Source: an optimization exercise on an open RTL-to-GDS flow (aim: small area, a short achievable clock period and few clock cycles per item). Production flows keep margins and buffers that such runs may drop.
At most, simulation tests tie the RTL to the original design; equivalence was not proved.
Power and IR drop assume default switching activity.

Design double_int32_wrap_bitwise_alu_core, start of the top module:
module double_int32_wrap_bitwise_alu_core (
  input  wire logic        clk,
  input  wire logic        rst,
  input  wire logic        in_valid,
  output logic             in_stall,
  input  wire logic [2:0]  command,
  input  wire logic [63:0] operand_a,
  input  wire logic [63:0] operand_b,
  output logic             out_valid,
  input  wire logic        out_stall,
  output logic [63:0]      result_double,
  output logic [31:0]      result_word,
  output logic             result_unsigned
);
export LEC_CHECK = 0
export ABC_AREA = 1
export CAP_MARGIN = 20
export CORE_MARGIN = 2
export CORE_UTILIZATION = 40
export SETUP_SLACK_MARGIN = 2.0
export SLEW_MARGIN = 20
create_clock -name core_clock -period 5.0 [get_ports {clk}]
standard.sh (not shown) runs the stock make flow with config.mk's settings and CLKGATE_MAP_FILE= SYNTH_SCRIPT=/design/flow/synth_recipe.tcl, a recipe that flattens the netlist after the stock synthesis.
==> flow/flow/run.sh <==
#!/bin/bash
# Standard flow, except that the port buffers are buf_2 cells (not the default
# delay-buffer cells) and the resizer may swap cells across footprints.
set -uo pipefail
bash standard.sh MATCH_CELL_FOOTPRINT=0 "BUFFER_PORTS_ARGS=-buffer_cell sky130_fd_sc_hd__buf_2" finish > standard.log 2>&1
The starting point went through all stages and came out clean.
Testbench counts at the start, summed over its fixed seeds: cycles 24,032, items 24,000.
Rerun with:
--- a/flow/design.v
+++ b/flow/design.v
@@ -10,16 +10,15 @@
     CMD_SHR = 3'd6,
     CMD_NOP = 3'd7
   } cmd_t;
   function automatic logic [31:0] cneg(input logic [31:0] v, input logic s);
     logic [31:0] p;
     p = v;
-    for (int k = 1; k < 32; k = k * 2)
-      for (int i = 2 * k - 1; i < 32; i += 2 * k) p[i] = p[i] | p[i - k];
-    for (int k = 8; k >= 1; k = k / 2)
-      for (int i = 3 * k - 1; i < 32; i += 2 * k) p[i] = p[i] | p[i - k];
+    for (int k = 0; k < 5; k++)
+      for (int i = 0; i < 32; i++)
+        if (((i >> k) & 1) == 1) p[i] = p[i] | p[((i >> k) << k) - 1];
     cneg = v ^ ({p[30:0], 1'b0} & {32{s}});
   endfunction
   function automatic logic [32:0] dbl_shift_hi(input logic [63:0] bits);
     logic [10:0] expo;
     logic        ok;
     logic [82:0] s0, s1, s2, s3, s4, s5, s6;
Outcome:
- The new run finished with timing, DRC and antenna clean
- hold slack loses 0.011 ns
- clock power falls by 9.5%
- cell area rises by 2.2%
- flip-flop and latch count stays the same
- synthesized cell count falls by 0.41%
- register-to-register slack loses 0.06 ns
Only the layout flow was run in the second run of this note; the RTL was not checked for function there.

## north
Another version of the RTL of double_int32_wrap_bitwise_alu_core (not shown whole).
Size: ~3300 cells after synthesis, ~270 flip-flops, ~23000 um2 of cells after synthesis.
==> module double_int32_wrap_bitwise_alu_core, before the edit <==
module double_int32_wrap_bitwise_alu_core (
  input  wire logic        clk,
  input  wire logic        rst,
  input  wire logic        in_valid,
  output logic             in_stall,
  input  wire logic [2:0]  command,
  input  wire logic [63:0] operand_a,
  input  wire logic [63:0] operand_b,
  output logic             out_valid,
  input  wire logic        out_stall,
  output logic [63:0]      result_double,
  output logic [31:0]      result_word,
  output logic             result_unsigned
);
  logic           v1, v2, v3, v4;
  dibw_pkg::cmd_t cmd1;
  logic [38:0]    wa1, wb1;
  logic [2:0]     ja1, jb1;
  logic           oa1, ob1, sa1, sb1;
  dibw_pkg::cmd_t cmd2;
  logic [31:0]    x2, b2;
  logic           fill2;
  logic [31:0]    r3;
  logic           uns3;
  logic [63:21]   dbl4;
  logic           adv;
  logic [31:0] a, x, y, rev_y, r;
  logic [63:21] dbl;
  assign adv      = !(v4 && out_stall);
  assign in_stall = !adv;
  always_comb begin
    a = dibw_pkg::dbl_shift_lo(wa1, ja1, oa1, sa1);
    for (int i = 0; i < 32; i++) x[i] = (cmd1 == dibw_pkg::CMD_SHL) ? a[31 - i] : a[i];
    y = b2[4] ? {{16{fill2}}, x2[31:16]} : x2;
    y = b2[3] ? {{8{fill2}},  y[31:8]}   : y;
    y = b2[2] ? {{4{fill2}},  y[31:4]}   : y;
    y = b2[1] ? {{2{fill2}},  y[31:2]}   : y;
    y = b2[0] ? {fill2,       y[31:1]}   : y;
    for (int i = 0; i < 32; i++) rev_y[i] = y[31 - i];
    case (cmd2)
      dibw_pkg::CMD_AND: r = x2 & b2;
      dibw_pkg::CMD_OR:  r = x2 | b2;
      dibw_pkg::CMD_XOR: r = x2 ^ b2;
      dibw_pkg::CMD_NOT: r = ~x2;
      dibw_pkg::CMD_SHL: r = rev_y;
      dibw_pkg::CMD_SAR: r = y;
      dibw_pkg::CMD_SHR: r = y;
      default:           r = 32'd0;
    endcase
    dbl = dibw_pkg::word_to_dbl(uns3, r3);
  end
  always_ff @(posedge clk) begin
    if (rst) begin
      v1 <= 1'b0;
      v2 <= 1'b0;
      v3 <= 1'b0;
      v4 <= 1'b0;
    end else if (adv) begin
      v1 <= in_valid;
      v2 <= v1;
      v3 <= v2;
      v4 <= v3;
    end
    if (adv) begin
      cmd1            <= dibw_pkg::cmd_t'(command);
      wa1             <= dibw_pkg::dbl_shift_hi(operand_a);
      ja1             <= operand_a[54:52];
      oa1             <= (operand_a[62:52] == 11'd1023);
      sa1             <= operand_a[63];
      wb1             <= dibw_pkg::dbl_shift_hi(operand_b);
      jb1             <= operand_b[54:52];
      ob1             <= (operand_b[62:52] == 11'd1023);
      sb1             <= operand_b[63];
      cmd2            <= cmd1;
      x2              <= x;
      b2              <= dibw_pkg::dbl_shift_lo(wb1, jb1, ob1, sb1);
      fill2           <= (cmd1 == dibw_pkg::CMD_SAR) && a[31];
      r3              <= r;
      uns3            <= (cmd2 == dibw_pkg::CMD_SHR);
      result_word     <= r3;
      result_unsigned <= uns3;
      dbl4            <= dbl;
    end
  end
  assign out_valid = v4;
  assign result_double = {dbl4, 21'd0};
endmodule
export LEC_CHECK = 0
export ABC_AREA = 1
export CAP_MARGIN = 20
export CORE_MARGIN = 2
export CORE_UTILIZATION = 40
export SETUP_SLACK_MARGIN = 1.5
export SLEW_MARGIN = 20
create_clock -name core_clock -period 5.0 [get_ports {clk}]
run.sh (not shown) runs the stock make flow with config.mk's settings and CLKGATE_MAP_FILE= SYNTH_SCRIPT=/design/flow/synth_recipe.tcl, a recipe that flattens the netlist after the stock synthesis.
Stock flow here: none of the scripts above is used.
Testbench counts of north, summed over its fixed seeds: cycles 24,032, items 24,000.
Edits applied to the flow inputs when going from north to south:
--- a/flow/design.v
+++ b/flow/design.v
@@ -10,10 +10,10 @@
     CMD_SHR = 3'd6,
     CMD_NOP = 3'd7
   } cmd_t;
-  function automatic logic [38:0] dbl_shift_hi(input logic [63:0] bits);
+  function automatic logic [34:0] dbl_shift_hi(input logic [63:0] bits);
     logic [10:0] expo;
     logic        ok;
-    logic [82:0] s0, s1, s2, s3, s4;
+    logic [82:0] s0, s1, s2, s3, s4, s5;
     expo = bits[62:52];
     ok   = (expo[10:7] == 4'b1000);
     s0   = {30'd0, ok, bits[51:0] & {52{ok}}};
@@ -21,16 +21,16 @@
     s2   = expo[5] ? (s1 << 32) : s1;
     s3   = expo[4] ? (s2 << 16) : s2;
     s4   = expo[3] ? (s3 << 8)  : s3;
-    dbl_shift_hi = s4[82:44];
+    s5   = expo[2] ? (s4 << 4)  : s4;
+    dbl_shift_hi = s5[82:48];
   endfunction
-  function automatic logic [31:0] dbl_shift_lo(input logic [38:0] w, input logic [2:0] j,
+  function automatic logic [31:0] dbl_shift_lo(input logic [34:0] w, input logic [1:0] j,
                                                input logic one, input logic neg);
-    logic [38:0] t1, t2, t3;
+    logic [34:0] t2, t3;
     logic [31:0] mag;
-    t1  = j[2] ? (w << 4)  : w;
-    t2  = j[1] ? (t1 << 2) : t1;
+    t2  = j[1] ? (w << 2)  : w;
     t3  = j[0] ? (t2 << 1) : t2;
-    mag = {t3[38:8], t3[7] | one};
+    mag = {t3[34:4], t3[3] | one};
     dbl_shift_lo = neg ? (32'd0 - mag) : mag;
   endfunction
   function automatic logic [4:0] lzc32(input logic [31:0] v);
@@ -93,8 +93,8 @@
 );
   logic           v1, v2, v3, v4;
   dibw_pkg::cmd_t cmd1;
-  logic [38:0]    wa1, wb1;
-  logic [2:0]     ja1, jb1;
+  logic [34:0]    wa1, wb1;
+  logic [1:0]     ja1, jb1;
   logic           oa1, ob1, sa1, sb1;
   dibw_pkg::cmd_t cmd2;
   logic [31:0]    x2, b2;
@@ -143,11 +143,11 @@
     if (adv) begin
       cmd1            <= dibw_pkg::cmd_t'(command);
       wa1             <= dibw_pkg::dbl_shift_hi(operand_a);
-      ja1             <= operand_a[54:52];
+      ja1             <= operand_a[53:52];
       oa1             <= (operand_a[62:52] == 11'd1023);
       sa1             <= operand_a[63];
       wb1             <= dibw_pkg::dbl_shift_hi(operand_b);
-      jb1             <= operand_b[54:52];
+      jb1             <= operand_b[53:52];
       ob1             <= (operand_b[62:52] == 11'd1023);
       sb1             <= operand_b[63];
       cmd2            <= cmd1;
- All of north and south finish clean.
- Delta(total power, south - north) < 0
- Going from north to south, worst voltage drop across the vdd grid shrank by about 13%, count of plain and timing-repair buffers rose by 2.9%, number of sinks driven by the clock tree shrank by about 3.7%, net count of the finished layout went down.
- Ratio of routed vias to standard cells: north and south compared, lower one is south
- Diff north -> south | sequential cell count of the final layout | down by a few percent
- On global-route track usage on met3, north tracks south almost exactly.
- | design internal power | south vs north | better |
- south against north: synthesized area went down by 2.4%; part of the power in the clock network flat; share of the cycle needed by the critical path after routing ~0 delta.
- south: cell area after placement is 550 um2 lower than what north reported.
- Between north and south, wire length decreased.
Testbench counts of south, summed over its fixed seeds: cycles 24,032, items 24,000.

## old
The RTL this note starts from:
==> flow/design.v <==
`default_nettype none
package dibw_pkg;
  typedef enum logic [2:0] {
    CMD_AND = 3'd0,
    CMD_OR  = 3'd1,
    CMD_XOR = 3'd2,
    CMD_NOT = 3'd3,
    CMD_SHL = 3'd4,
    CMD_SAR = 3'd5,
    CMD_SHR = 3'd6,
    CMD_NOP = 3'd7
  } cmd_t;
  function automatic logic [38:0] dbl_shift_hi(input logic [63:0] bits);
    logic [10:0] expo;
    logic        ok;
    logic [82:0] s0, s1, s2, s3, s4;
    expo = bits[62:52];
    ok   = (expo[10:7] == 4'b1000);
    s0   = {30'd0, ok, bits[51:0] & {52{ok}}};
    s1   = expo[6] ? (s0 << 64) : s0;
    s2   = expo[5] ? (s1 << 32) : s1;
    s3   = expo[4] ? (s2 << 16) : s2;
    s4   = expo[3] ? (s3 << 8)  : s3;
    dbl_shift_hi = s4[82:44];
  endfunction
  function automatic logic [31:0] dbl_shift_lo(input logic [38:0] w, input logic [2:0] j,
                                               input logic one, input logic neg);
    logic [38:0] t1, t2, t3;
    logic [31:0] mag;
    t1  = j[2] ? (w << 4)  : w;
    t2  = j[1] ? (t1 << 2) : t1;
    t3  = j[0] ? (t2 << 1) : t2;
    mag = {t3[38:8], t3[7] | one};
    dbl_shift_lo = neg ? (32'd0 - mag) : mag;
  endfunction
  function automatic logic [4:0] lzc32(input logic [31:0] v);
    logic [15:0] z1; logic [15:0] c1;
    logic [7:0]  z2; logic [15:0] c2;
    logic [3:0]  z3; logic [11:0] c3;
    logic [1:0]  z4; logic [7:0]  c4;
    logic [4:0]  c5;
    for (int i = 0; i < 16; i++) begin
      z1[i] = !(v[2*i+1] | v[2*i]);
      c1[i] = !v[2*i+1];
    end
    for (int i = 0; i < 8; i++) begin
      z2[i]         = z1[2*i+1] & z1[2*i];
      c2[2*i +: 2]  = z1[2*i+1] ? {1'b1, c1[2*i]} : {1'b0, c1[2*i+1]};
    end
    for (int i = 0; i < 4; i++) begin
      z3[i]         = z2[2*i+1] & z2[2*i];
      c3[3*i +: 3]  = z2[2*i+1] ? {1'b1, c2[2*(2*i) +: 2]} : {1'b0, c2[2*(2*i+1) +: 2]};
    end
    for (int i = 0; i < 2; i++) begin
      z4[i]         = z3[2*i+1] & z3[2*i];
      c4[4*i +: 4]  = z3[2*i+1] ? {1'b1, c3[3*(2*i) +: 3]} : {1'b0, c3[3*(2*i+1) +: 3]};
    end
    c5 = z4[1] ? {1'b1, c4[3:0]} : {1'b0, c4[7:4]};
    lzc32 = c5;
  endfunction
  function automatic logic [63:21] word_to_dbl(input logic uns, input logic [31:0] w);
    logic        neg;
    logic [31:0] m;
    logic [4:0]  lz;
    logic [32:0] s;
    logic [4:0]  p;
    logic [10:0] expo;
    neg  = !uns && w[31];
    m    = neg ? (32'd0 - w) : w;
    lz   = lzc32(w ^ {32{neg}});
    s    = {1'b0, m} << lz;
    p    = ~lz;   
    expo = s[32] ? (11'd1024 + {6'd0, p}) : (11'd1023 + {6'd0, p});
    if (w == 32'd0) word_to_dbl = '0;
    else word_to_dbl = {neg, expo, s[30:0]};
  endfunction
endpackage
`default_nettype wire
`default_nettype none
module double_int32_wrap_bitwise_alu_core (
  input  wire logic        clk,
  input  wire logic        rst,
  input  wire logic        in_valid,
  output logic             in_stall,
  input  wire logic [2:0]  command,
  input  wire logic [63:0] operand_a,
  input  wire logic [63:0] operand_b,
  output logic             out_valid,
  input  wire logic        out_stall,
  output logic [63:0]      result_double,
  output logic [31:0]      result_word,
  output logic             result_unsigned
);
  logic           v1, v2, v3, v4;
  dibw_pkg::cmd_t cmd1;
  logic [38:0]    wa1, wb1;
  logic [2:0]     ja1, jb1;
  logic           oa1, ob1, sa1, sb1;
  dibw_pkg::cmd_t cmd2;
  logic [31:0]    x2, b2;
  logic           fill2;
  logic [31:0]    r3;
  logic           uns3;
  logic [63:21]   dbl4;
  logic           adv;
  logic [31:0] a, x, y, rev_y, r;
  logic [63:21] dbl;
  assign adv      = !(v4 && out_stall);
  assign in_stall = !adv;
  always_comb begin
    a = dibw_pkg::dbl_shift_lo(wa1, ja1, oa1, sa1);
    for (int i = 0; i < 32; i++) x[i] = (cmd1 == dibw_pkg::CMD_SHL) ? a[31 - i] : a[i];
    y = b2[4] ? {{16{fill2}}, x2[31:16]} : x2;
    y = b2[3] ? {{8{fill2}},  y[31:8]}   : y;
    y = b2[2] ? {{4{fill2}},  y[31:4]}   : y;
    y = b2[1] ? {{2{fill2}},  y[31:2]}   : y;
    y = b2[0] ? {fill2,       y[31:1]}   : y;
    for (int i = 0; i < 32; i++) rev_y[i] = y[31 - i];
    case (cmd2)
      dibw_pkg::CMD_AND: r = x2 & b2;
      dibw_pkg::CMD_OR:  r = x2 | b2;
      dibw_pkg::CMD_XOR: r = x2 ^ b2;
      dibw_pkg::CMD_NOT: r = ~x2;
      dibw_pkg::CMD_SHL: r = rev_y;
      dibw_pkg::CMD_SAR: r = y;
      dibw_pkg::CMD_SHR: r = y;
      default:           r = 32'd0;
    endcase
    dbl = dibw_pkg::word_to_dbl(uns3, r3);
  end
  always_ff @(posedge clk) begin
    if (rst) begin
      v1 <= 1'b0;
      v2 <= 1'b0;
      v3 <= 1'b0;
      v4 <= 1'b0;
    end else if (adv) begin
      v1 <= in_valid;
      v2 <= v1;
      v3 <= v2;
      v4 <= v3;
    end
    if (adv) begin
      cmd1            <= dibw_pkg::cmd_t'(command);
      wa1             <= dibw_pkg::dbl_shift_hi(operand_a);
      ja1             <= operand_a[54:52];
      oa1             <= (operand_a[62:52] == 11'd1023);
      sa1             <= operand_a[63];
      wb1             <= dibw_pkg::dbl_shift_hi(operand_b);
      jb1             <= operand_b[54:52];
      ob1             <= (operand_b[62:52] == 11'd1023);
      sb1             <= operand_b[63];
      cmd2            <= cmd1;
      x2              <= x;
      b2              <= dibw_pkg::dbl_shift_lo(wb1, jb1, ob1, sb1);
      fill2           <= (cmd1 == dibw_pkg::CMD_SAR) && a[31];
      r3              <= r;
      uns3            <= (cmd2 == dibw_pkg::CMD_SHR);
      result_word     <= r3;
      result_unsigned <= uns3;
      dbl4            <= dbl;
    end
  end
  assign out_valid = v4;
  assign result_double = {dbl4, 21'd0};
endmodule
`default_nettype wire
==> flow/config.mk <==
export PLATFORM = sky130hd
export DESIGN_NAME = double_int32_wrap_bitwise_alu_core
export DESIGN_NICKNAME = double_int32_wrap_bitwise_alu_core
export VERILOG_FILES = /design/flow/design.v
export SDC_FILE = /design/flow/constraint.sdc
export NUM_CORES = 4
export LEC_CHECK = 0
export ABC_AREA = 1
export CAP_MARGIN = 20
export CORE_MARGIN = 2
export CORE_UTILIZATION = 40
export SETUP_SLACK_MARGIN = 1.5
export SLEW_MARGIN = 20
==> flow/constraint.sdc <==
create_clock -name core_clock -period 5.0 [get_ports {clk}]
set_input_delay 1.0000 -clock core_clock [delete_from_list [all_inputs] [get_ports {clk}]]
set_output_delay 1.0000 -clock core_clock [all_outputs]
set_load 0.01 [all_outputs]
standard.sh (not shown) runs the stock make flow with config.mk's settings and CLKGATE_MAP_FILE= SYNTH_SCRIPT=/design/flow/synth_recipe.tcl, a recipe that flattens the netlist after the stock synthesis.
Scripts as last shown in full above: flow/flow/run.sh
Both conditions hold for old: the flow ran to the end and the final layout passed the timing, DRC and antenna checks.
Testbench counts of old, summed over its fixed seeds: cycles 24,032, items 24,000.
Changes in new relative to old:
--- a/flow/design.v
+++ b/flow/design.v
@@ -11,8 +11,17 @@
     CMD_NOP = 3'd7
   } cmd_t;
-  function automatic logic [38:0] dbl_shift_hi(input logic [63:0] bits);
+  function automatic logic [31:0] cneg(input logic [31:0] v, input logic s);
+    logic [31:0] p;
+    p = v;
+    for (int k = 1; k < 32; k = k * 2)
+      for (int i = 2 * k - 1; i < 32; i += 2 * k) p[i] = p[i] | p[i - k];
+    for (int k = 8; k >= 1; k = k / 2)
+      for (int i = 3 * k - 1; i < 32; i += 2 * k) p[i] = p[i] | p[i - k];
+    cneg = v ^ ({p[30:0], 1'b0} & {32{s}});
+  endfunction
+  function automatic logic [34:0] dbl_shift_hi(input logic [63:0] bits);
     logic [10:0] expo;
     logic        ok;
-    logic [82:0] s0, s1, s2, s3, s4;
+    logic [82:0] s0, s1, s2, s3, s4, s5;
     expo = bits[62:52];
     ok   = (expo[10:7] == 4'b1000);
@@ -22,15 +31,15 @@
     s3   = expo[4] ? (s2 << 16) : s2;
     s4   = expo[3] ? (s3 << 8)  : s3;
-    dbl_shift_hi = s4[82:44];
+    s5   = expo[2] ? (s4 << 4)  : s4;
+    dbl_shift_hi = s5[82:48];
   endfunction
-  function automatic logic [31:0] dbl_shift_lo(input logic [38:0] w, input logic [2:0] j,
+  function automatic logic [31:0] dbl_shift_lo(input logic [34:0] w, input logic [1:0] j,
                                                input logic one, input logic neg);
-    logic [38:0] t1, t2, t3;
+    logic [34:0] t2, t3;
     logic [31:0] mag;
-    t1  = j[2] ? (w << 4)  : w;
-    t2  = j[1] ? (t1 << 2) : t1;
+    t2  = j[1] ? (w << 2)  : w;
     t3  = j[0] ? (t2 << 1) : t2;
-    mag = {t3[38:8], t3[7] | one};
-    dbl_shift_lo = neg ? (32'd0 - mag) : mag;
+    mag = {t3[34:4], t3[3] | one};
+    dbl_shift_lo = cneg(mag, neg);
   endfunction
   function automatic logic [4:0] lzc32(input logic [31:0] v);
@@ -67,5 +76,5 @@
     logic [10:0] expo;
     neg  = !uns && w[31];
-    m    = neg ? (32'd0 - w) : w;
+    m    = cneg(w, neg);
     lz   = lzc32(w ^ {32{neg}});
     s    = {1'b0, m} << lz;
@@ -94,6 +103,6 @@
   logic           v1, v2, v3, v4;
   dibw_pkg::cmd_t cmd1;
-  logic [38:0]    wa1, wb1;
-  logic [2:0]     ja1, jb1;
+  logic [34:0]    wa1, wb1;
+  logic [1:0]     ja1, jb1;
   logic           oa1, ob1, sa1, sb1;
   dibw_pkg::cmd_t cmd2;
@@ -144,9 +153,9 @@
       cmd1            <= dibw_pkg::cmd_t'(command);
       wa1             <= dibw_pkg::dbl_shift_hi(operand_a);
-      ja1             <= operand_a[54:52];
+      ja1             <= operand_a[53:52];
       oa1             <= (operand_a[62:52] == 11'd1023);
       sa1             <= operand_a[63];
       wb1             <= dibw_pkg::dbl_shift_hi(operand_b);
-      jb1             <= operand_b[54:52];
+      jb1             <= operand_b[53:52];
       ob1             <= (operand_b[62:52] == 11'd1023);
       sb1             <= operand_b[63];
==> comparison <==
new vs. old: number of vias per cell picked up an extra about 1.8%, CTS buffer count decreased 1. Max-slew headroom at the worst pin was higher in old than in new. Number of buffers other than clock buffers in the final layout in new is 4 above old. new -> old: adder and majority cell fraction of the synthesized area flat. new has synthesized area divided by synthesized cell count above what old had. Comparing setup slack at placement for new and old, the smaller number came from new. Compared with old, new shows a lower synthesized cell count.
Testbench counts of new, summed over its fixed seeds: cycles 24,032, items 24,000.

-- port drivers added, routing unchanged --
The flow's constraints put no driver on any port. The routed layouts listed below were extracted and timed again, unchanged, in two steps. Step 1 (the two cells are an assumption about what drives the block):
set clk [get_ports {clk}]
set_driving_cell -lib_cell sky130_fd_sc_hd__clkbuf_16 $clk
set_driving_cell -lib_cell sky130_fd_sc_hd__buf_2 [delete_from_list [all_inputs] $clk]
Step 2 adds t to the input delays and takes it off the output delays; t is the mean of the earliest and latest rising clock arrival at the registers after step 1. Input paths then give back, and output paths get back, about the clock's delay inside the block. Three values: ideal, step 1, step 2; two values: the first two.
run	t (ns)	setup slack, ns	worst hold slack (ns)	clock arrival spread, ns
the first run of note 1	0.609	2.030 / 2.030 / 1.555	0.436 / 0.436 / 0.436	0.021 / 0.021
the second run of note 1	0.622	1.974 / 1.974 / 1.568	0.425 / 0.425 / 0.425	0.034 / 0.034
north	0.637	1.636 / 1.613 / 1.224	0.465 / 0.465 / 0.465	0.019 / 0.019
south	0.632	1.637 / 1.613 / 1.146	0.464 / 0.464 / 0.464	0.032 / 0.032
old	0.634	1.713 / 1.713 / 1.599	0.459 / 0.459 / 0.459	0.013 / 0.014
new	0.641	1.726 / 1.726 / 1.322	0.460 / 0.460 / 0.460	0.022 / 0.023
After both steps setup and hold are still met in every run listed. The setup slack of south, which loses most, moves by -0.024 ns with the drivers and by -0.491 ns with both steps.
